Background: an optimization exercise with open tools, aiming at small area and a short achievable clock period. Do not read the settings as production practice.
The RTL was checked by simulation tests, not by an equivalence proof against the original design.
Power figures rest on the tool's default switching activity, not on a simulated workload.

File: flow/design.v
package cam_dma_pkg;
   typedef struct packed {
      logic [8-1:0] b;
      logic [8-1:0] g;
      logic [8-1:0] r;
   } rgb_pix_t;
   typedef logic [2*3*8-1:0] rgb_pair_t;
   typedef struct packed {
      logic [64/2-3*8-1:0] pad1;
      rgb_pix_t                              pix1;
      logic [64/2-3*8-1:0] pad0;
      rgb_pix_t                              pix0;
   } dma_word_t;
endpackage
module cam_capture_ctrl (
   input  logic mipi_pclk,
   input  logic rst_n,
   input  logic cam_vsync,
   input  logic trigger_capture_frame,
   input  logic continuous_capture_frame,
   input  logic rgb_gray,
   input  logic fifo_wr,
   output logic capture_frame,
   output logic gray_mode,
   output logic frame_start
);
   logic trig_r1;
   logic trig_r2;
   logic trig_r3;
   logic trig_hold;
   logic cont_r1;
   logic cont_r2;
   logic cont_hold;
   logic gray_r1;
   logic vsync_r;
   assign frame_start = vsync_r && !cam_vsync;
   always_ff @(posedge mipi_pclk) begin
      if (!rst_n) begin
         trig_r1   <= 1'b0;
         trig_r2   <= 1'b0;
         trig_r3   <= 1'b0;
         trig_hold <= 1'b0;
         cont_r1   <= 1'b0;
         cont_r2   <= 1'b0;
         cont_hold <= 1'b0;
         gray_r1   <= 1'b0;
         gray_mode <= 1'b0;
         vsync_r   <= 1'b0;
      end else begin
         trig_r1   <= trigger_capture_frame;
         trig_r2   <= trig_r1;
         trig_r3   <= trig_r2;
         if (trig_r2 && !trig_r3) begin
            trig_hold <= 1'b1;
         end else if (fifo_wr) begin
            trig_hold <= 1'b0;
         end
         cont_r1   <= continuous_capture_frame;
         cont_r2   <= cont_r1;
         if (cont_r2) begin
            cont_hold <= 1'b1;
         end
         gray_r1   <= rgb_gray;
         gray_mode <= gray_r1;
         vsync_r   <= cam_vsync;
      end
   end
   always_ff @(posedge mipi_pclk) begin
      if (!rst_n) begin
         capture_frame <= 1'b0;
      end else if (frame_start) begin
         if (trig_hold || cont_hold) begin
            capture_frame <= 1'b1;
         end else begin
            capture_frame <= 1'b0;
         end
      end
   end
endmodule
module pixel_pack (
   input  logic                  mipi_pclk,
   input  logic                  rst_n,
   input  logic                  pix_valid,
   input  cam_dma_pkg::rgb_pair_t pix_data,
   input  logic                  capture_frame,
   input  logic                  gray_mode,
   output logic                  wr_en,
   output cam_dma_pkg::rgb_pair_t wdata
);
   logic [CS_W-1:0]        pix_r0;
   logic [CS_W-1:0]        pix_r1;
   logic                   gray_r;
   cam_dma_pkg::rgb_pair_t gray_pair;
   localparam int CS_W = 32;
   function automatic logic [10:0] tab77(input logic [3:0] d);
      case (d)
         4'd0: tab77 = 11'd0;
         4'd1: tab77 = 11'd77;
         4'd2: tab77 = 11'd154;
         4'd3: tab77 = 11'd231;
         4'd4: tab77 = 11'd308;
         4'd5: tab77 = 11'd385;
         4'd6: tab77 = 11'd462;
         4'd7: tab77 = 11'd539;
         4'd8: tab77 = 11'd616;
         4'd9: tab77 = 11'd693;
         4'd10: tab77 = 11'd770;
         4'd11: tab77 = 11'd847;
         4'd12: tab77 = 11'd924;
         4'd13: tab77 = 11'd1001;
         4'd14: tab77 = 11'd1078;
         4'd15: tab77 = 11'd1155;
         default: tab77 = '0;
      endcase
   endfunction
   function automatic logic [11:0] tab150(input logic [3:0] d);
      case (d)
         4'd0: tab150 = 12'd0;
         4'd1: tab150 = 12'd150;
         4'd2: tab150 = 12'd300;
         4'd3: tab150 = 12'd450;
         4'd4: tab150 = 12'd600;
         4'd5: tab150 = 12'd750;
         4'd6: tab150 = 12'd900;
         4'd7: tab150 = 12'd1050;
         4'd8: tab150 = 12'd1200;
         4'd9: tab150 = 12'd1350;
         4'd10: tab150 = 12'd1500;
         4'd11: tab150 = 12'd1650;
         4'd12: tab150 = 12'd1800;
         4'd13: tab150 = 12'd1950;
         4'd14: tab150 = 12'd2100;
         4'd15: tab150 = 12'd2250;
         default: tab150 = '0;
      endcase
   endfunction
   function automatic logic [8:0] tab29(input logic [3:0] d);
      case (d)
         4'd0: tab29 = 9'd0;
         4'd1: tab29 = 9'd29;
         4'd2: tab29 = 9'd58;
         4'd3: tab29 = 9'd87;
         4'd4: tab29 = 9'd116;
         4'd5: tab29 = 9'd145;
         4'd6: tab29 = 9'd174;
         4'd7: tab29 = 9'd203;
         4'd8: tab29 = 9'd232;
         4'd9: tab29 = 9'd261;
         4'd10: tab29 = 9'd290;
         4'd11: tab29 = 9'd319;
         4'd12: tab29 = 9'd348;
         4'd13: tab29 = 9'd377;
         4'd14: tab29 = 9'd406;
         4'd15: tab29 = 9'd435;
         default: tab29 = '0;
      endcase
   endfunction
   function automatic logic [CS_W-1:0] luma_cs(input logic [7:0] r, input logic [7:0] g, input logic [7:0] b);
      logic [10:0] tr0;
      logic [10:0] tr1;
      logic [11:0] tg0;
      logic [11:0] tg1;
      logic [8:0] tb0;
      logic [8:0] tb1;
      logic f0s;
      logic f1s;
      logic f2s;
      logic f3s;
      logic f4s;
      logic f5s;
      logic f6s;
      logic f7s;
      logic f8s;
      logic f9s;
      logic f10s;
      logic f11s;
      logic f12s;
      logic f13s;
      logic f14s;
      logic f15s;
      logic f16s;
      logic f17s;
      logic f18s;
      logic f19s;
      logic f20s;
      logic f21s;
      logic f22s;
      logic f23s;
      logic f24s;
      logic f25s;
      logic f26s;
      logic f27s;
      logic f28s;
      logic f29s;
      logic f0c;
      logic f1c;
      logic f2c;
      logic f3c;
      logic f4c;
      logic f5c;
      logic f6c;
      logic f7c;
      logic f8c;
      logic f9c;
      logic f10c;
      logic f11c;
      logic f12c;
      logic f13c;
      logic f14c;
      logic f15c;
      logic f16c;
      logic f17c;
      logic f18c;
      logic f19c;
      logic f20c;
      logic f21c;
      logic f22c;
      logic f23c;
      logic f24c;
      logic f25c;
      logic f26c;
      logic f27c;
      logic f28c;
      logic f29c;
      logic h0s;
      logic h1s;
      logic h2s;
      logic h3s;
      logic h4s;
      logic h5s;
      logic h6s;
      logic h0c;
      logic h1c;
      logic h2c;
      logic h3c;
      logic h4c;
      logic h5c;
      logic h6c;
      tr0 = tab77(r[3:0]);
      tr1 = tab77(r[7:4]);
      tg0 = tab150(g[3:0]);
      tg1 = tab150(g[7:4]);
      tb0 = tab29(b[3:0]);
      tb1 = tab29(b[7:4]);
      h0s = tb0[4] ^ tb1[0];
      h0c = tb0[4] & tb1[0];
      f0s = tb0[5] ^ tb1[1] ^ tg0[5];
      f0c = (tb0[5] & tb1[1]) | (tb0[5] & tg0[5]) | (tb1[1] & tg0[5]);
      h1s = tg1[1] ^ tr0[5];
      h1c = tg1[1] & tr0[5];
      f1s = tb0[6] ^ tb1[2] ^ tg0[6];
      f1c = (tb0[6] & tb1[2]) | (tb0[6] & tg0[6]) | (tb1[2] & tg0[6]);
      f2s = tg1[2] ^ tr0[6] ^ tr1[2];
      f2c = (tg1[2] & tr0[6]) | (tg1[2] & tr1[2]) | (tr0[6] & tr1[2]);
      f3s = tb0[7] ^ tb1[3] ^ tg0[7];
      f3c = (tb0[7] & tb1[3]) | (tb0[7] & tg0[7]) | (tb1[3] & tg0[7]);
      f4s = tg1[3] ^ tr0[7] ^ tr1[3];
      f4c = (tg1[3] & tr0[7]) | (tg1[3] & tr1[3]) | (tr0[7] & tr1[3]);
      f5s = tb0[8] ^ tb1[4] ^ tg0[8];
      f5c = (tb0[8] & tb1[4]) | (tb0[8] & tg0[8]) | (tb1[4] & tg0[8]);
      f6s = tg1[4] ^ tr0[8] ^ tr1[4];
      f6c = (tg1[4] & tr0[8]) | (tg1[4] & tr1[4]) | (tr0[8] & tr1[4]);
      f7s = tb1[5] ^ tg0[9] ^ tg1[5];
      f7c = (tb1[5] & tg0[9]) | (tb1[5] & tg1[5]) | (tg0[9] & tg1[5]);
      h2s = tr0[9] ^ tr1[5];
      h2c = tr0[9] & tr1[5];
      f8s = tb1[6] ^ tg0[10] ^ tg1[6];
      f8c = (tb1[6] & tg0[10]) | (tb1[6] & tg1[6]) | (tg0[10] & tg1[6]);
      h3s = tr0[10] ^ tr1[6];
      h3c = tr0[10] & tr1[6];
      f9s = tb1[7] ^ tg0[11] ^ tg1[7];
      f9c = (tb1[7] & tg0[11]) | (tb1[7] & tg1[7]) | (tg0[11] & tg1[7]);
      h4s = tg0[4] ^ tr0[4];
      h4c = tg0[4] & tr0[4];
      f10s = tr1[1] ^ h0c ^ h1s;
      f10c = (tr1[1] & h0c) | (tr1[1] & h1s) | (h0c & h1s);
      f11s = h1c ^ f0c ^ f1s;
      f11c = (h1c & f0c) | (h1c & f1s) | (f0c & f1s);
      f12s = f1c ^ f2c ^ f3s;
      f12c = (f1c & f2c) | (f1c & f3s) | (f2c & f3s);
      f13s = f3c ^ f4c ^ f5s;
      f13c = (f3c & f4c) | (f3c & f5s) | (f4c & f5s);
      f14s = h2s ^ f5c ^ f6c;
      f14c = (h2s & f5c) | (h2s & f6c) | (f5c & f6c);
      f15s = h2c ^ h3s ^ f7c;
      f15c = (h2c & h3s) | (h2c & f7c) | (h3s & f7c);
      f16s = tr1[7] ^ h3c ^ f8c;
      f16c = (tr1[7] & h3c) | (tr1[7] & f8c) | (h3c & f8c);
      f17s = tb1[8] ^ tg1[8] ^ tr1[8];
      f17c = (tb1[8] & tg1[8]) | (tb1[8] & tr1[8]) | (tg1[8] & tr1[8]);
      h5s = tb0[1] ^ tg0[1];
      h5c = tb0[1] & tg0[1];
      f18s = tb0[2] ^ tg0[2] ^ tr0[2];
      f18c = (tb0[2] & tg0[2]) | (tb0[2] & tr0[2]) | (tg0[2] & tr0[2]);
      f19s = tb0[3] ^ tg0[3] ^ tr0[3];
      f19c = (tb0[3] & tg0[3]) | (tb0[3] & tr0[3]) | (tg0[3] & tr0[3]);
      f20s = tr1[0] ^ h0s ^ h4s;
      f20c = (tr1[0] & h0s) | (tr1[0] & h4s) | (h0s & h4s);
      f21s = h4c ^ f0s ^ f10s;
      f21c = (h4c & f0s) | (h4c & f10s) | (f0s & f10s);
      f22s = f2s ^ f10c ^ f11s;
      f22c = (f2s & f10c) | (f2s & f11s) | (f10c & f11s);
      f23s = f4s ^ f11c ^ f12s;
      f23c = (f4s & f11c) | (f4s & f12s) | (f11c & f12s);
      f24s = f6s ^ f12c ^ f13s;
      f24c = (f6s & f12c) | (f6s & f13s) | (f12c & f13s);
      f25s = f7s ^ f13c ^ f14s;
      f25c = (f7s & f13c) | (f7s & f14s) | (f13c & f14s);
      f26s = f8s ^ f14c ^ f15s;
      f26c = (f8s & f14c) | (f8s & f15s) | (f14c & f15s);
      f27s = f9s ^ f15c ^ f16s;
      f27c = (f9s & f15c) | (f9s & f16s) | (f15c & f16s);
      f28s = f9c ^ f17s ^ f16c;
      f28c = (f9c & f17s) | (f9c & f16c) | (f17s & f16c);
      f29s = tg1[9] ^ tr1[9] ^ f17c;
      f29c = (tg1[9] & tr1[9]) | (tg1[9] & f17c) | (tr1[9] & f17c);
      h6s = tg1[10] ^ tr1[10];
      h6c = tg1[10] & tr1[10];
      luma_cs = {h6c, f29c, f28c, f27c, f27s, f26s, f25s, f24s, f23s, f22s, f21s, f20s, f19s, f18s, h5s, tr0[0], tg1[11], h6s, f29s, f28s, f26c, f25c, f24c, f23c, f22c, f21c, f20c, f19c, f18c, h5c, tr0[1], tb0[0]};
   endfunction
   function automatic logic [15:0] cs_row_0(input logic [CS_W-1:0] cs);
      cs_row_0 = {cs[15], cs[14], cs[13], cs[12], cs[11], cs[10], cs[9], cs[8], cs[7], cs[6], cs[5], cs[4], cs[3], cs[2], cs[1], cs[0]};
   endfunction
   function automatic logic [15:0] cs_row_1(input logic [CS_W-1:0] cs);
      cs_row_1 = {cs[31], cs[30], cs[29], cs[28], cs[27], cs[26], cs[25], cs[24], cs[23], cs[22], cs[21], cs[20], cs[19], cs[18], cs[17], cs[16]};
   endfunction
   function automatic logic [7:0] luma_fin(input logic [CS_W-1:0] cs);
      logic [15:0] x, y, gk, pk, gn, pn;
      x = cs_row_0(cs);
      y = cs_row_1(cs);
      gk = x & y;
      pk = x ^ y;
      for (int d = 1; d < 16; d = d * 2) begin
         for (int i = 0; i < 16; i++) begin
            if (i >= d) begin
               gn[i] = gk[i] | (pk[i] & gk[i-d]);
               pn[i] = pk[i] & pk[i-d];
            end else begin
               gn[i] = gk[i];
               pn[i] = pk[i];
            end
         end
         gk = gn;
         pk = pn;
      end
      luma_fin = (x[15:8] ^ y[15:8]) ^ gk[14:7];
   endfunction
   function automatic logic [CS_W-1:0] pack_of(input cam_dma_pkg::rgb_pix_t p, input logic gray);
      logic [CS_W-1:0] cs;
      cs = luma_cs(p.r, p.g, p.b);
      pack_of = gray ? cs : {cs[CS_W-1:3*8], p};
   endfunction
   always_ff @(posedge mipi_pclk) begin
      if (!rst_n) begin
         wr_en <= 1'b0;
      end else begin
         wr_en <= pix_valid && capture_frame;
      end
   end
   always_ff @(posedge mipi_pclk) begin
      if (pix_valid) begin
         pix_r0 <= pack_of(pix_data[3*8-1:0], gray_mode);
         pix_r1 <= pack_of(pix_data[6*8-1:3*8], gray_mode);
         gray_r <= gray_mode;
      end
   end
   logic [8-1:0] gray0;
   logic [8-1:0] gray1;
   assign gray0     = luma_fin(pix_r0);
   assign gray1     = luma_fin(pix_r1);
   assign gray_pair = {gray1, gray1, gray1, gray0, gray0, gray0};
   assign wdata     = gray_r ? gray_pair : {pix_r1[3*8-1:0], pix_r0[3*8-1:0]};
endmodule
module cam_dma_fifo #(
   parameter int DEPTH = 64
) (
   input  logic                   mipi_pclk,
   input  logic                   rst_n,
   input  logic                   wr_en,
   input  cam_dma_pkg::rgb_pair_t wdata,
   input  logic                   rd_en,
   output cam_dma_pkg::rgb_pair_t rdata,
   output logic                   empty,
   output logic                   empty_nx,
   output logic                   full
);
   localparam int AW = $clog2(DEPTH);
   localparam int SD = DEPTH - 1;
   cam_dma_pkg::rgb_pair_t                  head;
   logic [SD-1:0][2*3*8-1:0] sreg;
   logic [DEPTH-1:0]                        rd_sel;    
   cam_dma_pkg::rgb_pair_t                  rd_word;
   logic                                    ge2;       
   logic                                    cnt_one;   
   logic                                    cnt_two;   
   logic                                    cnt_top;   
   logic                                    do_wr;
   logic                                    do_rd;
   assign do_wr = wr_en && !full;
   assign do_rd = rd_en && !empty;
   assign rdata = head;
   always_ff @(posedge mipi_pclk) begin
      if (do_wr) begin
         sreg <= {sreg[SD-2:0], wdata};
      end
   end
   always_comb begin
      rd_word = '0;
      for (int i = 0; i < SD; i++) begin
         rd_word = rd_word | ({(2*3*8){rd_sel[i]}} & sreg[i]);
      end
   end
   always_ff @(posedge mipi_pclk) begin
      if (do_rd || empty) begin
         head <= ge2 ? rd_word : wdata;
      end
   end
   always_comb begin
      if (do_wr && !do_rd) begin
         empty_nx = 1'b0;
      end else if (!do_wr && do_rd) begin
         empty_nx = cnt_one;
      end else begin
         empty_nx = empty;
      end
   end
   always_ff @(posedge mipi_pclk) begin
      if (!rst_n) begin
         rd_sel  <= DEPTH'(1) << (DEPTH - 2);
         empty   <= 1'b1;
         cnt_one <= 1'b0;
         cnt_two <= 1'b0;
         ge2     <= 1'b0;
         cnt_top <= 1'b0;
         full    <= 1'b0;
      end else begin
         empty <= empty_nx;
         if (do_wr && !do_rd) begin
            rd_sel  <= {rd_sel[DEPTH-2:0], rd_sel[DEPTH-1]};
            cnt_one <= empty;
            cnt_two <= cnt_one;
            ge2     <= ge2 || cnt_one;
            cnt_top <= rd_sel[DEPTH-4];
            full    <= cnt_top;
         end else if (!do_wr && do_rd) begin
            rd_sel  <= {rd_sel[0], rd_sel[DEPTH-1:1]};
            cnt_one <= cnt_two;
            cnt_two <= rd_sel[1];
            ge2     <= ge2 && !cnt_two;
            cnt_top <= full;
            full    <= 1'b0;
         end
      end
   end
endmodule
module cam_dma_writer #(
   parameter int TRANSFER_LEN = 1920
) (
   input  logic                   mipi_pclk,
   input  logic                   rst_n,
   input  logic                   cam_dma_init_done,
   input  logic                   cam_dma_wready,
   input  logic                   fifo_empty_nx,
   input  cam_dma_pkg::rgb_pair_t fifo_rdata,
   output logic                   fifo_rd,
   output logic                   dma_write,
   output logic                   cam_dma_wvalid,
   output logic                   cam_dma_wlast,
   output cam_dma_pkg::dma_word_t cam_dma_wdata
);
   localparam int CW = (TRANSFER_LEN > 1) ? $clog2(TRANSFER_LEN) : 1;
   logic          init_r1;
   logic          init_r2;
   logic          init_r3;
   logic [CW-1:0] beat_cnt;
   logic [CW-1:0] beat_nx;
   logic          at_last;
   logic          dma_write_nx;
   logic          can_send;       
   logic          can_last;       
   assign fifo_rd        = cam_dma_wready && can_send;
   assign cam_dma_wvalid = fifo_rd;
   assign cam_dma_wlast  = cam_dma_wready && can_last;
   always_comb begin
      cam_dma_wdata      = '0;
      cam_dma_wdata.pix1 = fifo_rdata[6*8-1:3*8];
      cam_dma_wdata.pix0 = fifo_rdata[3*8-1:0];
   end
   always_comb begin
      if (init_r2 && !init_r3) begin
         dma_write_nx = 1'b1;
      end else if (cam_dma_wlast) begin
         dma_write_nx = 1'b0;
      end else begin
         dma_write_nx = dma_write;
      end
      if (cam_dma_wlast) begin
         beat_nx = '0;
      end else if (cam_dma_wvalid) begin
         beat_nx = beat_cnt + 1'b1;
      end else begin
         beat_nx = beat_cnt;
      end
   end
   always_ff @(posedge mipi_pclk) begin
      if (!rst_n) begin
         init_r1   <= 1'b0;
         init_r2   <= 1'b0;
         init_r3   <= 1'b0;
         dma_write <= 1'b0;
         beat_cnt  <= '0;
         at_last   <= (TRANSFER_LEN == 1);
         can_send  <= 1'b0;
         can_last  <= 1'b0;
      end else begin
         init_r1   <= cam_dma_init_done;
         init_r2   <= init_r1;
         init_r3   <= init_r2;
         dma_write <= dma_write_nx;
         beat_cnt  <= beat_nx;
         at_last   <= (beat_nx == CW'(TRANSFER_LEN - 1));
         can_send  <= dma_write_nx && !fifo_empty_nx;
         can_last  <= dma_write_nx && !fifo_empty_nx && (beat_nx == CW'(TRANSFER_LEN - 1));
      end
   end
endmodule
module cam_stats #(
   parameter int CLK_RATE = 100000000
) (
   input  logic        mipi_pclk,
   input  logic        rst_n,
   input  logic        fifo_wr,
   input  logic        fifo_full,
   input  logic        dma_beat,
   input  logic        frame_start,
   input  logic        fifo_empty,
   input  logic        dma_write,
   input  logic        cam_dma_wready,
   output logic        debug_fifo_overflow,
   output logic        debug_fifo_underflow,
   output logic [31:0] debug_fifo_wcount,
   output logic [31:0] debug_fifo_rcount,
   output logic [2:0]  debug_dma_status,
   output logic [31:0] frames_per_second
);
   localparam int TW = $clog2(CLK_RATE + 1);
   localparam int FW = $clog2(CLK_RATE / 2 + 2);
   logic [TW-1:0] timer_cnt;
   logic [FW-1:0] frame_cnt;
   logic [FW-1:0] fps;
   logic          period_end;
   logic          overflow_p;
   assign period_end        = (timer_cnt == TW'(CLK_RATE));
   assign debug_dma_status  = {fifo_empty, dma_write, cam_dma_wready};
   assign debug_fifo_underflow = 1'b0;
   assign frames_per_second = 32'(fps);
   always_ff @(posedge mipi_pclk) begin
      if (!rst_n) begin
         overflow_p          <= 1'b0;
         debug_fifo_overflow <= 1'b0;
         debug_fifo_wcount   <= '0;
         debug_fifo_rcount   <= '0;
      end else begin
         overflow_p <= fifo_wr && fifo_full;
         if (overflow_p) begin
            debug_fifo_overflow <= 1'b1;
         end
         if (fifo_wr) begin
            debug_fifo_wcount <= debug_fifo_wcount + 1'b1;
         end
         if (dma_beat) begin
            debug_fifo_rcount <= debug_fifo_rcount + 1'b1;
         end
      end
   end
   always_ff @(posedge mipi_pclk) begin
      if (!rst_n) begin
         timer_cnt <= '0;
         frame_cnt <= '0;
         fps       <= '0;
      end else if (period_end) begin
         timer_cnt <= '0;
         fps       <= frame_cnt + frame_start;
         frame_cnt <= '0;
      end else begin
         timer_cnt <= timer_cnt + 1'b1;
         if (frame_start) begin
            frame_cnt <= frame_cnt + 1'b1;
         end
      end
   end
endmodule
module cam_dma_top #(
   parameter int TRANSFER_LEN = 1920,
   parameter int CLK_RATE     = 999
) (
   input  logic                   mipi_pclk,
   input  logic                   rst_n,
   input  logic                   cam_vsync,
   input  logic                   pix_valid,
   input  cam_dma_pkg::rgb_pair_t pix_data,
   input  logic                   trigger_capture_frame,
   input  logic                   continuous_capture_frame,
   input  logic                   rgb_gray,
   input  logic                   cam_dma_init_done,
   input  logic                   cam_dma_wready,
   output logic                   cam_dma_wvalid,
   output logic                   cam_dma_wlast,
   output cam_dma_pkg::dma_word_t cam_dma_wdata,
   output logic                   debug_fifo_overflow,
   output logic                   debug_fifo_underflow,
   output logic [31:0]            debug_fifo_wcount,
   output logic [31:0]            debug_fifo_rcount,
   output logic [2:0]             debug_dma_status,
   output logic [31:0]            frames_per_second
);
   logic                   capture_frame;
   logic                   gray_mode;
   logic                   frame_start;
   logic                   fifo_wr;
   cam_dma_pkg::rgb_pair_t fifo_wdata;
   logic                   fifo_rd;
   cam_dma_pkg::rgb_pair_t fifo_rdata;
   logic                   fifo_empty;
   logic                   fifo_empty_nx;
   logic                   fifo_full;
   logic                   dma_write;
   cam_capture_ctrl cam_capture_ctrl_inst (
      .mipi_pclk                (mipi_pclk),
      .rst_n                    (rst_n),
      .cam_vsync                (cam_vsync),
      .trigger_capture_frame    (trigger_capture_frame),
      .continuous_capture_frame (continuous_capture_frame),
      .rgb_gray                 (rgb_gray),
      .fifo_wr                  (fifo_wr),
      .capture_frame            (capture_frame),
      .gray_mode                (gray_mode),
      .frame_start              (frame_start)
   );
   pixel_pack pixel_pack_inst (
      .mipi_pclk     (mipi_pclk),
      .rst_n         (rst_n),
      .pix_valid     (pix_valid),
      .pix_data      (pix_data),
      .capture_frame (capture_frame),
      .gray_mode     (gray_mode),
      .wr_en         (fifo_wr),
      .wdata         (fifo_wdata)
   );
   cam_dma_fifo cam_dma_fifo_inst (
      .mipi_pclk (mipi_pclk),
      .rst_n     (rst_n),
      .wr_en     (fifo_wr),
      .wdata     (fifo_wdata),
      .rd_en     (fifo_rd),
      .rdata     (fifo_rdata),
      .empty     (fifo_empty),
      .empty_nx  (fifo_empty_nx),
      .full      (fifo_full)
   );
   cam_dma_writer #(
      .TRANSFER_LEN (TRANSFER_LEN)
   ) cam_dma_writer_inst (
      .mipi_pclk         (mipi_pclk),
      .rst_n             (rst_n),
      .cam_dma_init_done (cam_dma_init_done),
      .cam_dma_wready    (cam_dma_wready),
      .fifo_empty_nx     (fifo_empty_nx),
      .fifo_rdata        (fifo_rdata),
      .fifo_rd           (fifo_rd),
      .dma_write         (dma_write),
      .cam_dma_wvalid    (cam_dma_wvalid),
      .cam_dma_wlast     (cam_dma_wlast),
      .cam_dma_wdata     (cam_dma_wdata)
   );
   cam_stats #(
      .CLK_RATE (CLK_RATE)
   ) cam_stats_inst (
      .mipi_pclk            (mipi_pclk),
      .rst_n                (rst_n),
      .fifo_wr              (fifo_wr),
      .fifo_full            (fifo_full),
      .dma_beat             (cam_dma_wvalid),
      .frame_start          (frame_start),
      .fifo_empty           (fifo_empty),
      .dma_write            (dma_write),
      .cam_dma_wready       (cam_dma_wready),
      .debug_fifo_overflow  (debug_fifo_overflow),
      .debug_fifo_underflow (debug_fifo_underflow),
      .debug_fifo_wcount    (debug_fifo_wcount),
      .debug_fifo_rcount    (debug_fifo_rcount),
      .debug_dma_status     (debug_dma_status),
      .frames_per_second    (frames_per_second)
   );
endmodule
File: flow/flow/run.sh
#!/bin/bash
# The standard layout (the standard.sh, which also runs the standard
# synthesis unchanged), with two changes to the resizer:
#  - the port buffers are buf_4 instead of the default choice (a delay cell),
#  - timing repair may swap a cell for one of another footprint.
set -uo pipefail
bash standard.sh \
  "BUFFER_PORTS_ARGS=-buffer_cell sky130_fd_sc_hd__buf_4" \
  MATCH_CELL_FOOTPRINT=0 \
  finish > flow_make.log 2>&1
File: flow/standard.sh
#!/bin/bash
# synth_recipe.tcl (not shown) runs the flow's synth.tcl, then flattens the netlist and writes it again
# the make line also repeats each setting of config.mk as NAME=value (left out here)
make -C /OpenROAD-flow-scripts/flow DESIGN_CONFIG=/design/flow/config.mk WORK_HOME=/design/flow/orfs CLKGATE_MAP_FILE= SYNTH_SCRIPT=/design/flow/synth_recipe.tcl "${@:-finish}"
File: flow/config.mk
export PLATFORM = sky130hd
export DESIGN_NAME = cam_dma_top
export DESIGN_NICKNAME = cam_dma_top
export VERILOG_FILES = /design/flow/design.v
export SDC_FILE = /design/flow/constraint.sdc
export NUM_CORES = 4
export LEC_CHECK = 0
export CAP_MARGIN = 20
export CORE_MARGIN = 2
export CORE_UTILIZATION = 55
export CTS_CLUSTER_DIAMETER = 100
export CTS_CLUSTER_SIZE = 25
export SETUP_SLACK_MARGIN = 2.5
export SLEW_MARGIN = 20
File: flow/constraint.sdc
create_clock -name core_clock -period 5.5 [get_ports {mipi_pclk}]
set_input_delay 1.1000 -clock core_clock [delete_from_list [all_inputs] [get_ports {mipi_pclk}]]
set_output_delay 1.1000 -clock core_clock [all_outputs]
set_load 0.01 [all_outputs]
==> results of run 1 <==
[report_power, final]
group | switching [mW] | internal [mW] | total (mW) | leakage, nW
logic | 2.08 | 1.07 | 3.14 | 11.2
registers | 0.441 | 27.8 | 28.3 | 27.8
clock network | 7.95 | 5.33 | 13.3 | 2.07
[layout by cell type (no fill, tap or decap), types with 65 or more instances in the layout]
master     instances
edfxtp_1        3137
a22oi_1          998
clkbuf_16        164
nor2_1            66
o21ai_0          108
dfxtp_1          128
o211a_1           73
a221oi_1         240
mux2i_1           90
a22o_1           245
ha_1              98
inv_1             65
nand4_1          323
buf_4            338
a21oi_1           83
nand2_1          276
nand3_1           98
and2_1            71
[critical path: stages (launching register included)]
cell     delay, ns
dfxtp_4       0.65
buf_4         0.74
a22oi_1       0.24
nand4_1       0.15
or4_1         0.43
o22ai_1       0.18
nor3_1        0.43
[cells by family (layout without fill, tap and decap cells)]
logic type,Yosys count,count (layout),synth area share (%)
adder cells (fa/ha/maj),175,175,2.09
buffers and inverters,575,729,1.92
flip-flops,3330,3330,77.7
AND/OR/NAND/NOR,1118,1118,4.83
XOR/XNOR,102,102,0.708
multiplexers,116,116,0.989
other,1,55,0.00297
AO/OA/AOI/OAI,1929,1929,11.7
[sequential cells by signal, indices dropped and copies added (netlist names), 9 cells and up]
name / cells
cam_dma_fifo_inst.rd_sel: 64
cam_stats_inst.frame_cnt: 9
cam_stats_inst.debug_fifo_wcount: 32
cam_stats_inst.timer_cnt: 10
cam_dma_writer_inst.beat_cnt: 11
cam_stats_inst.debug_fifo_rcount: 32
cam_dma_fifo_inst.sreg: 3024
cam_dma_fifo_inst.head: 48
pixel_pack_inst.pix_r1: 32
cam_stats_inst.fps: 9
pixel_pack_inst.pix_r0: 32
[path summary, 6_finish.rpt]
kind | end | start | cells after the start | slack, ns
min reg2reg | cam_capture_ctrl_inst.cont_r2 | cam_capture_ctrl_inst.cont_r1 | 1 | 0.44
min | cam_capture_ctrl_inst.cont_r2 | cam_capture_ctrl_inst.cont_r1 | 1 | 0.44
max reg2reg | cam_dma_fifo_inst.head[3] | cam_dma_fifo_inst.rd_sel[52] | 6 | 2.36
max | cam_dma_fifo_inst.head[3] | cam_dma_fifo_inst.rd_sel[52] | 6 | 2.36
[timing repair]
| action | in CTS | in global routing |
|---|---|---|
| setup endpoints to repair | 1411 | 57 |
| gates cloned | 6 | 0 |
| buffers inserted | 31 | 14 |
| resized for setup | 102 | 103 |
| endpoints found under the hold margin | 0 | 0 |
| pin swaps | 23 | 30 |
[area by class of cell]
type	count	area, um^2
Antenna cell	15	37.5
Clock buffer	188	4090
Clock inverter	16	165
Fill cell	16810	90200
Inverter	97	420
Multi-Input combinational cell	3480	26500
Sequential cell	3330	98300
Tap cell	3009	3760
Timing Repair Buffer	427	4250
Timing Repair inverter	1	5.00
[layer usage]
layer | share of wire [%] | routed length, um | up-vias
met1 | 36 | 161000 | 40358
met4 | 5.7 | 25400 | 10
met5 | 0.017 | 74 | -
li1 | - | - | 30241
met2 | 44 | 196000 | 6390
met3 | 14 | 61600 | 1104
[per-stage QoR]
stage | power (mW) | std cells | hold WS, ns | setup WS (ns) | cell area [um^2]
final | 44.7 | 10563 | 0.437 | 2.36 | 138000
after global placement | 31.7 | 10292 | 0.414 | 1.23 | 132000
after floorplan | 30.8 | 7385 | 0.403 | -41.30 | 126000
after CTS | 44.5 | 10534 | 0.402 | 2.32 | 137000
after detailed placement | 31.7 | 10293 | 0.419 | 1.25 | 132000
after global routing | 45.7 | 10550 | 0.431 | 2.37 | 138000
==> notes.md, run 1 <==
Relative slew slack: 20.6%
Setup-failing EPs final: 0
Synthesis Warnings: 5
Commonest cells post-synth: 3137 x edfxtp_1, 998 x a22oi_1, 323 x nand4_1
Initial antenna violation count: 25
Cts hold-fix bufs: 0
Final period util: 57.2%
Crit-path max FO: 25
Sequential-to-total area share from yosys stat: 77.7%
Status: no timing/DRC/antenna violations
Hold Fails Final Rpt: 0
Area share of the largest cell type after synthesis: 74.7%
# Max-Cap Violations: 0
Root Buffer: clkbuf_16
CTS clk-pin slew, worst paths: 0.10 ns
Worst vdd ir: 0.294 mV
Power density cells: 325 mW/mm^2
P&R area growth vs syn: 9.02%
M2 GR Usage: 55.3%
Die Span Y: 483 um
Via total after detailed routing: 78103
Util after Layout: 60.4%
CTS Buf Count: 153
Fin crit period: 3.14 ns
Min-Delay Path Class: reg -> reg
Worst EP required: 6.09 ns
Core area: 0.228 mm^2
IO Port Bufs: 183
CP startpoint kind: flop
GRT Max-Usage Layer: met2
Drt drc: 0
Setup_tns: 0 ns
Share of layout cells above drive strength 1: 11.4%
Final clock skew: 0.0308 ns
Crit path DAT: 3.73 ns
Vias/cell: 7.39
Met1 usage: 53.3%
Final-stage net count: 7722
Max Slew Vio Count: 0
Yosys reg bits: 3330
RSZ-0062 raised after global routing: yes
First-pass GRT wire length: 598000 um
Static Leakage: 41.1 nW
Final HPWL DP: 256000 um
Initial Util: 55.4%
Ranking of synthesized cells by area: edfxtp_1 75%, a22oi_1 5.9%, dfxtp_1 3.1%, a22o_1 1.7%, a221oi_1 1.7%
GPL Wtd Cong: 0.893
H-tree depth: 4
Die Footprint: 0.233 mm^2
Critical setup path kind: reg -> reg
Top-count cell post-synth: edfxtp_1
Rows: 175
Area leader, netlist: edfxtp_1
FFs w/ async S/R, synth: 0%
Post-synth top flop: edfxtp_1
CTS Buffer Depth: 3
Grt ovf: 0
Netlist cell types: 83
Clock Sinks: 3330
CTS tree: built
Worst-Skew Late Latency: 0.86 ns
Largest net degree at the start of global routing: 189
Die Wd: 483 um
Grt met3 use: 9.05%
Vias in the first global route: 72965
Final ANT Viol Nets: 0
EDFF count, synth: 3137
First-iteration detailed-routing DRC count: 15484
Routed WL per cell: 42.1 um
Post-Syn Area: 0.126 mm^2
Synth Area per Inst: 17.2 um^2
Final wirelength: 444000 um
TritonRoute pass-1 iters: 6
Highest Clock Rate: 318 MHz
GRT Total Usage: 37.4%
IO Pins: 224
Worst Tran Pin Value: 1.19 ns
Post-Synthesis Cells: 7346
Setup crit end kind: flop
==> inputs of run 2 (changes only) <==
--- a/flow/design.v
+++ b/flow/design.v
@@ -360,7 +360,5 @@
    always_ff @(posedge mipi_pclk) begin
-      if (pix_valid) begin
-         pix_r0 <= pack_of(pix_data[3*8-1:0], gray_mode);
-         pix_r1 <= pack_of(pix_data[6*8-1:3*8], gray_mode);
-         gray_r <= gray_mode;
-      end
+      pix_r0 <= pack_of(pix_data[3*8-1:0], gray_mode);
+      pix_r1 <= pack_of(pix_data[6*8-1:3*8], gray_mode);
+      gray_r <= gray_mode;
    end
==> flow/flow/run.sh (replaced) <==
#!/bin/bash
# The standard layout (the standard.sh), with three changes:
#  - synthesis leaves adders to abc instead of mapping them to full/half
#    adder cells (ADDER_MAP_FILE empty); registers are mapped as before,
#  - the port buffers are buf_4 instead of the default choice (a delay cell),
#  - timing repair may swap a cell for one of another footprint.
set -uo pipefail
bash standard.sh \
  ADDER_MAP_FILE= \
  "BUFFER_PORTS_ARGS=-buffer_cell sky130_fd_sc_hd__buf_4" \
  MATCH_CELL_FOOTPRINT=0 \
  finish > flow_make.log 2>&1
--- a/flow/config.mk
+++ b/flow/config.mk
@@ -12,3 +12,3 @@
 export CTS_CLUSTER_SIZE = 25
-export SETUP_SLACK_MARGIN = 2.5
+export SETUP_SLACK_MARGIN = 3.0
 export SLEW_MARGIN = 20
==> run 2 against run 1 <==
Die area is 1.5% lower; global-route usage is 0.65 points higher; sequential cell count stayed put; critical path depth is 5 lower; largest power group unchanged; synthesized cell count is 1.2% higher; critical endpoint is now cam_dma_wdata[10]; core utilization is 1.6 points higher; maximum frequency is 17% higher; non-clock buffer count is 230 higher; power is 1.0% lower.
==> notes.md, run 2 <==
Status: no timing/DRC/antenna violations
Largest register FFs: 3024 (unchanged)
Setup_tns: 0 ns (unchanged)
Worst setup margin: 2.81 ns (+0.458 ns)
# fillers: 16298 (-3.0%)
Final HPWL DP: 246000 um (-3.8%)
Vias/cell: 7.32 (-0.95%)
Vias in the first global route: 73337 (+0.51%)
Area share of the largest cell type after synthesis: 74.2% (-0.44 points)
Final wirelength: 447000 um (+0.63%)
H-tree depth: 4 (unchanged)
TritonRoute pass-1 iters: 7 (+1)
Final period util: 48.8% (-8.3 points)
Core area: 0.225 mm^2 (-1.3%)
Post-Syn Area: 0.124 mm^2 (-1.5%)
Static Leakage: 41.2 nW (+0.30%)
CP top delay family: flip-flops
Final clock skew: 0.0316 ns (+0.000718 ns)
# Max-Cap Violations: 0 (unchanged)
Worst Tran Pin Value: 1.18 ns (-0.00459 ns)
Min-Delay Path Class: in -> reg
Synthesis Warnings: 5 (unchanged)
Most frequent cells in the layout: 3072 x edfxtp_1, 1022 x a22oi_1, 398 x buf_4
Post-place setup slack: 1.89 ns (+0.640 ns)
First-pass GRT wire length: 600000 um (+0.38%)
Via total after detailed routing: 79444 (+1.7%)
Setup-failing EPs final: 0 (unchanged)
CTS Buf Count: 151 (-1.3%)
Rows: 174 (-0.57%)
Netlist cell types: 82 (-1.2%)
Worst vdd ir: 0.315 mV (+7.2%)
Setup crit end kind: output pin
Sequential-to-total area share from yosys stat: 78.4% (+0.65 points)
Clock Sinks: 3330 (unchanged)
Relative slew slack: 20.9% (+0.38 points)
Largest net degree at the start of global routing: 180 (-4.8%)
Routed WL per cell: 41.2 um (-2.0%)
Die Wd: 479 um (-0.74%)
Initial antenna violation count: 25 (unchanged)
First-iteration detailed-routing DRC count: 15055 (-2.8%)
CTS Buffer Depth: 3 (unchanged)
P&R area growth vs syn: 12.1%
Drt drc: 0 (unchanged)
Final-stage net count: 7826 (+1.3%)
Commonest cells post-synth: 3072 x edfxtp_1, 1025 x a22oi_1, 374 x clkbuf_1
Post-synth top flop: edfxtp_1
Share of layout cells above drive strength 1: 16.0% (+4.6 points)
Root Buffer: clkbuf_16
Synth Area per Inst: 16.7 um^2 (-2.7%)
Yosys reg bits: 3330 (unchanged)
Die Footprint: 0.230 mm^2 (-1.5%)
Highest Clock Rate: 372 MHz (+17%)
Grt ovf: 0 (unchanged)
Fin crit period: 2.69 ns (-0.458 ns)
Max Slew Vio Count: 0 (unchanged)
Commonest non-fill, non-tap cell in the layout: edfxtp_1
FFs w/ async S/R, synth: 0% (unchanged)
EDFF count, synth: 3072 (-2.1%)
GPL Wtd Cong: 0.894 (+0.15%)
GRT Total Usage: 38.1% (+0.65 points)
Worst EP required: 4.40 ns (-1.69 ns)
Top-count cell post-synth: edfxtp_1
Critical setup path kind: reg -> out
Area leader, netlist: edfxtp_1
Post-Synthesis Cells: 7437 (+1.2%)
Top reg by flops: cam_dma_fifo_inst.sreg
Worst-Skew Late Latency: 0.90 ns (+0.04 ns)
Crit-path slowest cell: edfxtp_1
Final ANT Viol Nets: 0 (unchanged)
IO Pins: 224 (unchanged)
Ranking of synthesized cells by area: edfxtp_1 74%, a22oi_1 6.2%, dfxtp_1 4.2%, a221oi_1 2.0%, a22o_1 1.9%
CTS tree: built
Cts hold-fix bufs: 0 (unchanged)
IO Port Bufs: 183 (unchanged)
Crit-path max FO: 1 (-96%)
Crit path DAT: 1.59 ns (-2.14 ns)
Crit-path max cell delay: 0.51 ns (-0.23 ns)
Bufs and invs on worst path: 1 (unchanged)
Regs by FF count: cam_dma_fifo_inst.sreg (3024), cam_dma_fifo_inst.rd_sel (64), cam_dma_fifo_inst.head (48)
Power density cells: 317 mW/mm^2 (-2.3%)
Initial Util: 55.3% (-0.086 points)
RSZ-0062 raised after global routing: yes
CP startpoint kind: flop
CP Cell Sequence: buf_6
CTS clk-pin slew, worst paths: 0.11 ns (about the same)
Hold Fails Final Rpt: 0 (unchanged)
Die Span Y: 479 um (-0.74%)
-- run 2: cell count changes after synthesis, moves of 62 or more --
cell / change
clkbuf_1: +90
edfxtp_1: -65
mux2i_1: -79
nor2_1: +149
xnor2_1: +152
dfxtp_1: +65
buf_2: -62
ha_1: -115
o211a_1: -68
-- run 2: cells by family after synthesis --
kind of cell | share of synthesized area, %
AOI/OAI and AO/OA | 12.0
xor gates and xnor gates | 2.13
adders and majority gates | 0.460
buffers and inverters | 1.93
DFF | 78.4
muxes | 0.331
other | 0.00302
and+or+nand+nor | 4.78
-- run 2: final cells by class --
type,instances,area (um^2),share of cell area [%]
Sequential cell,3330,97900,70.2
Inverter,68,270,0.194
Clock buffer,201,4130,2.96
Clock inverter,11,140,0.101
Antenna cell,27,67.6,0.0485
Timing Repair Buffer,657,7120,5.11
Tap cell,2992,3740,2.69
Timing Repair inverter,1,5.00,0.00359
Multi-Input combinational cell,3560,26000,18.7
-- run 2: where the power goes --
part	switching, mW	internal, mW	leakage (nW)
Sequential	0.323	27.7	27.7
Clock	7.89	5.37	2.07
Combinational	1.70	1.29	11.5
-- run 2: metal layers --
layer	GRT usage, %	vias to the layer above	wire length (um)
li1	-	30736	-
met2	54.4	6931	192000
met4	18.9	28	26600
met3	11.8	1256	69400
met1	53.3	40493	159000
met5	0.0414	-	442
-- run 2: final timing paths --
path	startpoint	endpoint	slack [ns]	cells past startpoint
max	cam_dma_fifo_inst.head[10]	cam_dma_wdata[10]	2.81	1
max reg2reg	cam_dma_fifo_inst.rd_sel[18]	cam_dma_fifo_inst.head[22]	2.88	8
min	pix_data[1]	pixel_pack_inst.pix_r0[1]	0.40	1
min reg2reg	cam_dma_writer_inst.init_r2	cam_dma_writer_inst.init_r3	0.44	2
-- run 2: through the flow --
stage / total power, mW / hold slack (ns) / cells / area (um^2) / util (%)
6_report: 44.2 / 0.404 / 10847 / 139000 / 62.0
5_1_grt: 45.2 / 0.394 / 10822 / 139000 / 62.0
4_1_cts: 43.9 / 0.366 / 10772 / 138000 / 61.5
3_5_place_dp: 30.8 / 0.421 / 10317 / 130000 / 57.6
3_3_place_gp: 30.8 / 0.418 / 10316 / 129000 / 57.6
2_1_floorplan: 30.6 / 0.372 / 7476 / 124000 / -
-- run 2: what timing repair did --
item,CTS,global route
gates cloned,11,5
hold endpoints to repair,0,0
resized for setup,476,146
setup endpoints to repair,2546,834
setup buffers,232,43
pin swaps,54,72
==> inputs of run 3 (changes only) <==
--- a/flow/config.mk
+++ b/flow/config.mk
@@ -9,3 +9,3 @@
 export CORE_MARGIN = 2
-export CORE_UTILIZATION = 55
+export CORE_UTILIZATION = 62
 export CTS_CLUSTER_DIAMETER = 100
==> run 3 against run 2 <==
Still clean; worst setup slack got worse by 0.025 ns; combinational power about the same; global-route usage increased by 4.0 points; routed wire length decreased by 2.3%; first-iteration DRC count increased by 12%; sequential cell count unchanged; clock power about the same; largest power group unchanged.
==> notes.md, run 3 <==
Worst EP required: 6.06 ns (+1.66 ns)
Sequential-to-total area share from yosys stat: 78.4% (unchanged)
CTS Buffer Depth: 3 (unchanged)
Vias/cell: 7.63 (+4.2%)
GRT Total Usage: 42.0% (+4.0 points)
Ranking of synthesized cells by area: edfxtp_1 74%, a22oi_1 6.2%, dfxtp_1 4.2%, a221oi_1 2.0%, a22o_1 1.9%
Root Buffer: clkbuf_16
XOR/XNOR Fraction of Synth Area: 2.13% (unchanged)
Core area: 0.199 mm^2 (-11%)
Commonest non-fill, non-tap cell in the layout: edfxtp_1
EDFF count, synth: 3072 (unchanged)
Top-count cell post-synth: edfxtp_1
Synth Area per Inst: 16.7 um^2 (unchanged)
Area leader, netlist: edfxtp_1
Crit-path max cell delay: 0.60 ns (+0.09 ns)
Crit path DAT: 3.27 ns (+1.68 ns)
CTS tree: built
Via total after detailed routing: 79879 (+0.55%)
IO Pins: 224 (unchanged)
CTS clk-pin slew, worst paths: 0.10 ns (about the same)
Cell total after placement: 9961 (-3.5%)
Clock power share: 29.8% (-0.2 points)
Combinational Power Share: 6.8% (about the same)
Final clock skew: 0.0483 ns (+0.0168 ns)
Highest Clock Rate: 369 MHz (-0.91%)
Clock Sinks: 3330 (unchanged)
P_sw: 9.84 mW (-0.75%)
RSZ-0062 raised after global routing: yes
Fin crit period: 2.71 ns (+0.0246 ns)
# fillers: 13070 (-20%)
Setup crit end kind: flop
Regs by FF count: cam_dma_fifo_inst.sreg (3024), cam_dma_fifo_inst.rd_sel (64), cam_dma_fifo_inst.head (48)
First-iteration detailed-routing DRC count: 16878 (+12%)
Switching portion of total power: 22.3% (-0.12 points)
Largest net degree at the start of global routing: 182 (+1.1%)
Netlist cell types: 82 (unchanged)
Routed WL per cell: 41.8 um (+1.3%)
Worst vdd ir: 0.363 mV (+15%)
Rows: 164 (-5.7%)
Crit-path max FO: 21 (+20)
Cts hold-fix bufs: 0 (unchanged)
Commonest cells post-synth: 3072 x edfxtp_1, 1025 x a22oi_1, 374 x clkbuf_1
Post-Synth Adder-Cell Area: 0.460% (unchanged)
P&R area growth vs syn: 11.6%
Simple logic cell fraction of the synthesized area: 4.78% (unchanged)
Worst-Skew Late Latency: 0.89 ns (about the same)
Flop pwr share: 63.4% (about the same)
Min-Delay Path Class: reg -> reg
Relative slew slack: 25.0% (+4.1 points)
Worst Tran Pin Value: 1.12 ns (-0.0601 ns)
IO Port Bufs: 183 (unchanged)
Vias in the first global route: 72340 (-1.4%)
Mux cell area share after synthesis: 0.331% (unchanged)
Final ANT Viol Nets: 0 (unchanged)
Largest register FFs: 3024 (unchanged)
# Max-Cap Violations: 0 (unchanged)
CTS Buf Count: 151 (unchanged)
Power density cells: 318 mW/mm^2 (+0.30%)
Post-Synthesis Cells: 7437 (unchanged)
H-tree depth: 4 (unchanged)
Critical setup path kind: reg -> reg
Hold Fails Final Rpt: 0 (unchanged)
Post-synth top flop: edfxtp_1
Status: no timing/DRC/antenna violations
Die Footprint: 0.204 mm^2 (-11%)
Static Leakage: 41.0 nW (-0.53%)
Final-stage net count: 7771 (-0.70%)
Crit-path slowest cell: dfxtp_4
Fin cells: 10465 (-3.5%)
Yosys reg bits: 3330 (unchanged)
Final period util: 49.3% (+0.45 points)
WHS: 0.420 ns (+0.0163 ns)
Share of layout cells above drive strength 1: 15.4% (-0.59 points)
Util after Layout: 69.5% (+7.5 points)
Area share of the largest cell type after synthesis: 74.2% (unchanged)
First-pass GRT wire length: 586000 um (-2.4%)
FFs w/ async S/R, synth: 0% (unchanged)
Bufs and invs on worst path: 1 (unchanged)
Drt drc: 0 (unchanged)
CP Cell Sequence: buf_4, a22oi_1, nand3_1, nor4_1, nand2_2, o21ai_0, a31oi_2
TritonRoute pass-1 iters: 9 (+2)
Setup-failing EPs final: 0 (unchanged)
Initial antenna violation count: 32 (+28%)
Max Slew Vio Count: 0 (unchanged)
Die Wd: 452 um (-5.8%)
Compound-Gate Fraction of Synth Area: 12.0% (unchanged)
Setup_tns: 0 ns (unchanged)
Synthesis Warnings: 5 (unchanged)
Die Span Y: 452 um (-5.8%)
Internal power: 34.3 mW (about the same)
Initial Util: 62.3% (+7.0 points)
Final HPWL DP: 238000 um (-3.2%)
CP top delay family: simple AND/OR/NAND/NOR gates
Final wirelength: 437000 um (-2.3%)
Post-Syn Area: 0.124 mm^2 (unchanged)
Most frequent cells in the layout: 3072 x edfxtp_1, 1022 x a22oi_1, 355 x buf_4
Grt ovf: 0 (unchanged)
Largest family of logic cells by synthesized area: compound AO/OA/AOI/OAI gates
Top reg by flops: cam_dma_fifo_inst.sreg
GPL Wtd Cong: 0.904 (+1.1%)
CP startpoint kind: flop
==> run 3: cells by family after synthesis <==
logic type,Yosys count
AO/OA/AOI/OAI,1961
other,1
adder cells (fa/ha/maj),57
AND/OR/NAND/NOR,1169
buffers and inverters,587
XOR/XNOR,294
flip-flops,3330
multiplexers,38
==> run 3: repair_timing <==
item,in CTS,in global routing
pin swaps,55,72
buffers inserted,179,57
gates resized for setup,454,188
setup endpoints to repair,3204,1619
cloned,14,6
==> run 3: power by group through the flow <==
stage | registers [mW] | logic [mW] | clock network, mW
floorplan | 29.1 | 1.47 | 0
global placement | 28.6 | 2.22 | 0
detailed placement | 28.6 | 2.25 | 0
CTS | 28.0 | 2.68 | 13.1
global route | 28.0 | 3.16 | 13.9
finish | 28.0 | 3.01 | 13.1
==> run 3: final cells by class <==
cell class / instances / area (um^2) / area share [%]
clock inverter: 10 / 114 / 0.0821
tap: 2656 / 3320 / 2.40
timing repair buffer: 602 / 6660 / 4.80
antenna: 39 / 97.6 / 0.0704
multi-input combinational: 3561 / 26200 / 18.9
inverter: 68 / 270 / 0.195
sequential: 3330 / 97900 / 70.6
clock buffer: 199 / 4150 / 2.99
==> run 3: worst paths after layout <==
path	from	end	slack, ns	depth (start not counted)
hold / removal	cam_dma_fifo_inst.sreg[60]	cam_dma_fifo_inst.sreg[108]	0.42	0
hold reg to reg	cam_dma_fifo_inst.sreg[60]	cam_dma_fifo_inst.sreg[108]	0.42	0
setup / recovery	cam_dma_fifo_inst.rd_sel[27]	cam_dma_fifo_inst.head[7]	2.79	7
setup reg to reg	cam_dma_fifo_inst.rd_sel[27]	cam_dma_fifo_inst.head[7]	2.79	7
==> run 3: metal layers <==
layer / vias up / share of wire (%) / track usage [%]
li1: 30655 / - / -
met1: 39953 / 34 / 58.8
met2: 7743 / 42 / 58.7
met3: 1500 / 17 / 14.6
met4: 28 / 6.7 / 22.0
met5: - / 0.050 / 0.0466
==> run 3: worst register-to-register path, cell delays in order, from the launching register on <==
cell and delay (ns):
dfxtp_4 0.60, buf_4 0.37, a22oi_1 0.24, nand3_1 0.12, nor4_1 0.41, nand2_2 0.30, o21ai_0 0.26, a31oi_2 0.09
==> run 3: metrics by stage <==
| step | power, mW | setup slack (ns) | instance area [um^2] |
|---|---|---|---|
| detailed placement | 30.8 | 1.74 | 129000 |
| global placement | 30.8 | 1.56 | 129000 |
| floorplan | 30.6 | -41.04 | 124000 |
| global route | 45.1 | 2.76 | 139000 |
| CTS | 43.7 | 2.78 | 137000 |
| finish | 44.2 | 2.79 | 139000 |
==> inputs of run 4 (changes only) <==
==> flow/flow/run.sh (replaced) <==
#!/bin/bash
# The standard layout (the standard.sh), with three changes:
#  - synthesis leaves adders to abc instead of mapping them to full/half
#    adder cells (ADDER_MAP_FILE empty); registers are mapped as before,
#  - the port buffers are buf_2 instead of the default choice (a delay cell),
#  - timing repair may swap a cell for one of another footprint.
set -uo pipefail
bash standard.sh \
  ADDER_MAP_FILE= \
  "BUFFER_PORTS_ARGS=-buffer_cell sky130_fd_sc_hd__buf_2" \
  MATCH_CELL_FOOTPRINT=0 \
  finish > flow_make.log 2>&1
--- a/flow/config.mk
+++ b/flow/config.mk
@@ -9,3 +9,3 @@
 export CORE_MARGIN = 2
-export CORE_UTILIZATION = 62
+export CORE_UTILIZATION = 55
 export CTS_CLUSTER_DIAMETER = 100
==> run 4 against run 3 <==
Count of clock-buffer cells in the layout up 5; sequential share of layout area is 0.16 points higher; clock skew down 0.0038 ns; critical path type unchanged; still clean; critical path depth rose by 1; power increased by 0.87%; synthesized cell count stayed put; worst hold slack gained 0.014 ns; worst setup slack worse by 0.10 ns; clock power hardly changed; sequential cell count unchanged.
==> notes.md, run 4 <==
Final HPWL DP: 246000 um (+3.1%)
Tot Pwr: 44.5 mW (+0.87%)
CP Cell Sequence: buf_4, a22o_1, a221oi_1, nand4_1, nor3_1, nand2_1, o21ai_0, a31oi_2
Hold Fails Final Rpt: 0 (unchanged)
Initial Util: 55.3% (-7.0 points)
Area share of the largest cell type after synthesis: 74.2% (unchanged)
FFs w/ async S/R, synth: 0% (unchanged)
Crit-path slowest cell: dfxtp_4
Clock Sinks: 3330 (unchanged)
Setup crit end kind: flop
Initial antenna violation count: 32 (unchanged)
Worst vdd ir: 0.357 mV (-1.7%)
Drt drc: 0 (unchanged)
Critical setup path kind: reg -> reg
Commonest cells post-synth: 3072 x edfxtp_1, 1025 x a22oi_1, 374 x clkbuf_1
Via total after detailed routing: 79083 (-1.0%)
Synthesis Warnings: 5 (unchanged)
Commonest non-fill, non-tap cell in the layout: edfxtp_1
Final wirelength: 441000 um (+0.93%)
Switching portion of total power: 22.5% (+0.23 points)
CTS clk-pin slew, worst paths: 0.10 ns (about the same)
P_sw: 10.0 mW (+1.9%)
Static Leakage: 40.8 nW (-0.56%)
IO Port Bufs: 183 (unchanged)
Final period util: 51.2% (+1.9 points)
Reg2Reg Setup Slack: 2.69 ns (-0.10 ns)
Highest Clock Rate: 355 MHz (-3.7%)
Cts hold-fix bufs: 0 (unchanged)
GPL Wtd Cong: 0.884 (-2.2%)
H-tree depth: 4 (unchanged)
Bufs and invs on worst path: 1 (unchanged)
Setup-failing EPs final: 0 (unchanged)
Most frequent cells in the layout: 3072 x edfxtp_1, 1021 x a22oi_1, 298 x nand4_1
Synth Area per Inst: 16.7 um^2 (unchanged)
CP top delay family: flip-flops
Vias in the first global route: 72320 (-0.028%)
Power density cells: 322 mW/mm^2 (+1.1%)
Internal power: 34.5 mW (+0.57%)
Vias/cell: 7.33 (-4.0%)
Netlist cell types: 82 (unchanged)
Top reg by flops: cam_dma_fifo_inst.sreg
Hold Path Sink: cam_dma_writer_inst.init_r1
Final-stage net count: 7760 (-0.14%)
IO Pins: 224 (unchanged)
Setup_tns: 0 ns (unchanged)
Hold Crit Start: cam_dma_init_done
Die Footprint: 0.230 mm^2 (+13%)
CP startpoint kind: flop
Worst Tran Pin Value: 1.00 ns (-0.123 ns)
CTS Buf Count: 152 (+0.66%)
Regs by FF count: cam_dma_fifo_inst.sreg (3024), cam_dma_fifo_inst.rd_sel (64), cam_dma_fifo_inst.head (48)
Post-Synthesis Cells: 7437 (unchanged)
Largest net degree at the start of global routing: 175 (-3.8%)
Combinational Power Share: 7.0% (+0.2 points)
Flop pwr share: 62.9% (-0.5 points)
Max Slew Vio Count: 0 (unchanged)
First-pass GRT wire length: 593000 um (+1.2%)
Root Buffer: clkbuf_16
P&R area growth vs syn: 11.3%
Crit path DAT: 3.52 ns (+0.25 ns)
Post-place setup slack: 1.81 ns (+0.0647 ns)
TritonRoute pass-1 iters: 9 (unchanged)
CTS Buffer Depth: 3 (unchanged)
Final ANT Viol Nets: 0 (unchanged)
Die Span Y: 479 um (+6.1%)
Share of layout cells above drive strength 1: 15.6% (+0.16 points)
Die Wd: 479 um (+6.1%)
Relative slew slack: 33.2% (+8.2 points)
Clock power share: 30.1% (+0.3 points)
Post-synth top flop: edfxtp_1
Worst-Skew Late Latency: 0.89 ns (about the same)
Final clock skew: 0.0445 ns (-0.00378 ns)
Worst r2r src: cam_dma_fifo_inst.rd_sel[46]
Worst EP required: 6.20 ns (+0.14 ns)
Yosys reg bits: 3330 (unchanged)
Area leader, netlist: edfxtp_1
Top-count cell post-synth: edfxtp_1
Largest register FFs: 3024 (unchanged)
CTS tree: built
Fin crit period: 2.81 ns (+0.104 ns)
RSZ-0062 raised after global routing: yes
Core area: 0.225 mm^2 (+13%)
EDFF count, synth: 3072 (unchanged)
Post-Syn Area: 0.124 mm^2 (unchanged)
Util after Layout: 61.6% (-8.0 points)
Routed WL per cell: 40.9 um (-2.1%)
GRT Total Usage: 37.6% (-4.4 points)
Status: no timing/DRC/antenna violations
Hold path depth: 2 (+2)
# Max-Cap Violations: 0 (unchanged)
Crit-path max cell delay: 0.79 ns (+0.19 ns)
Ranking of synthesized cells by area: edfxtp_1 74%, a22oi_1 6.2%, dfxtp_1 4.2%, a221oi_1 2.0%, a22o_1 1.9%
Worst setup margin: 2.69 ns (-0.104 ns)
Reg2reg end: cam_dma_fifo_inst.head[23]
Reg2Reg Depth: 8 (+1)
First-iteration detailed-routing DRC count: 15557 (-7.8%)
Crit-path max FO: 18 (-14%)
Min-Delay Path Class: in -> reg
Rows: 174 (+6.1%)
Grt ovf: 0 (unchanged)
Sequential-to-total area share from yosys stat: 78.4% (unchanged)
==> run 4: cell counts after synthesis <==
No cell type changed its count.
==> run 4: logic make-up (layout without fill, tap and decap cells) <==
kind of cell	count (synthesis)	in the layout	synth area share [%]
flip-flops	3330	3330	78.4
AO/OA/AOI/OAI	1961	1961	12.0
AND/OR/NAND/NOR	1169	1169	4.78
buffers and inverters	587	879	1.93
XOR/XNOR	294	294	2.13
adder cells (fa/ha/maj)	57	57	0.460
multiplexers	38	38	0.331
other	1	70	0.00302
==> run 4: worst reg2reg max path, cell delays in order (launching register included) <==
cell and delay [ns]:
dfxtp_4 0.79, buf_4 0.64, a22o_1 0.29, a221oi_1 0.06
nand4_1 0.14, nor3_1 0.07, nand2_1 0.23, o21ai_0 0.21
a31oi_2 0.21
==> run 4: metrics by stage <==
stage                     cell area [um^2]  hold WS [ns]  instances
after CTS                           137000         0.392      10714
after global routing                138000         0.429      10766
after floorplan                     124000         0.372       7476
after global placement              129000         0.416      10326
final                               138000         0.434      10790
after detailed placement            129000         0.427      10327
==> run 4: layout make-up <==
| type | instances | area (um^2) |
|---|---|---|
| Antenna cell | 30 | 75.1 |
| Clock buffer | 204 | 4160 |
| Clock inverter | 15 | 211 |
| Fill cell | 16362 | 86300 |
| Inverter | 68 | 268 |
| Multi-Input combinational cell | 3559 | 26300 |
| Sequential cell | 3330 | 97900 |
| Tap cell | 2992 | 3740 |
| Timing Repair Buffer | 592 | 5760 |
==> run 4: worst max-delay path by stage <==
stage	startpoint	end	slack [ns]	cells past startpoint
finish	cam_dma_fifo_inst.rd_sel[46]	cam_dma_fifo_inst.head[23]	2.69	8
global route	cam_dma_fifo_inst.rd_sel[57]	cam_dma_fifo_inst.head[14]	2.63	8
CTS	pixel_pack_inst.pix_r1[5]	cam_dma_fifo_inst.head[37]	2.76	9
detailed placement	pix_data[7]	pixel_pack_inst.pix_r0[11]	1.81	10
global placement	pixel_pack_inst.pix_r1[5]	cam_dma_fifo_inst.head[36]	1.80	9
floorplan	pixel_pack_inst.wr_en	cam_dma_fifo_inst.rd_sel[55]	-41.04	8
==> run 4: power by group through the flow <==
stage	Combinational, mW	Sequential, mW	Clock, mW
final	3.12	28.0	13.4
after global placement	2.22	28.5	0
after CTS	2.74	28.0	13.4
after detailed placement	2.25	28.5	0
after global routing	3.28	28.0	14.2
after floorplan	1.47	29.1	0
==> run 4: per-layer routing <==
metal | global-route usage [%] | vias to the layer above | routed length [um]
met5 | 0.352 | - | 132
met4 | 17.1 | 20 | 24200
met3 | 12.1 | 1178 | 68900
met2 | 54.1 | 6676 | 190000
met1 | 52.6 | 40585 | 158000
li1 | - | 30624 | -
==> run 4: what timing repair did <==
action                                   CTS  global route
gates cloned                               4             2
pin swaps                                 48            64
setup buffers                            164            43
gates resized for setup                  448           193
endpoints found under the setup margin  2794           619

## afterwards: timing with drivers on the ports
Ports are ideal in the flow. The routed layouts listed here were re-timed in OpenROAD. Step 1: set_driving_cell puts a clkbuf_16 on mipi_pclk and a buf_2 on each other input, an assumption about the parent block. Step 2, shift: input delay + t, output delay - t, t = (earliest + latest rising clock arrival at the registers) / 2. This alone moves slack from input paths to output paths. Slacks: ideal / step 1 / step 2; pairs: ideal / step 1.
run | t, ns | slack for setup (ns) | hold slack, ns | worst slew at a driven data input, ns | pins driven straight from the clock port
run 1 | 0.939 | 2.356 / 2.356 / 1.493 | 0.437 / 0.394 / 0.437 | 0.09 | 1
run 2 | 0.974 | 2.815 / 2.725 / 2.152 | 0.404 / 0.340 / 0.440 | 0.05 | 1
run 3 | 0.964 | 2.790 / 2.712 / 2.167 | 0.420 / 0.355 / 0.420 | 0.04 | 1
run 4 | 0.961 | 2.686 / 2.686 / 2.144 | 0.434 / 0.370 / 0.436 | 0.07 | 1
After both steps every run listed still meets setup and hold. For run 1, which loses most, drivers alone change the setup slack by 0.000 ns; drivers and shift together by -0.863 ns.
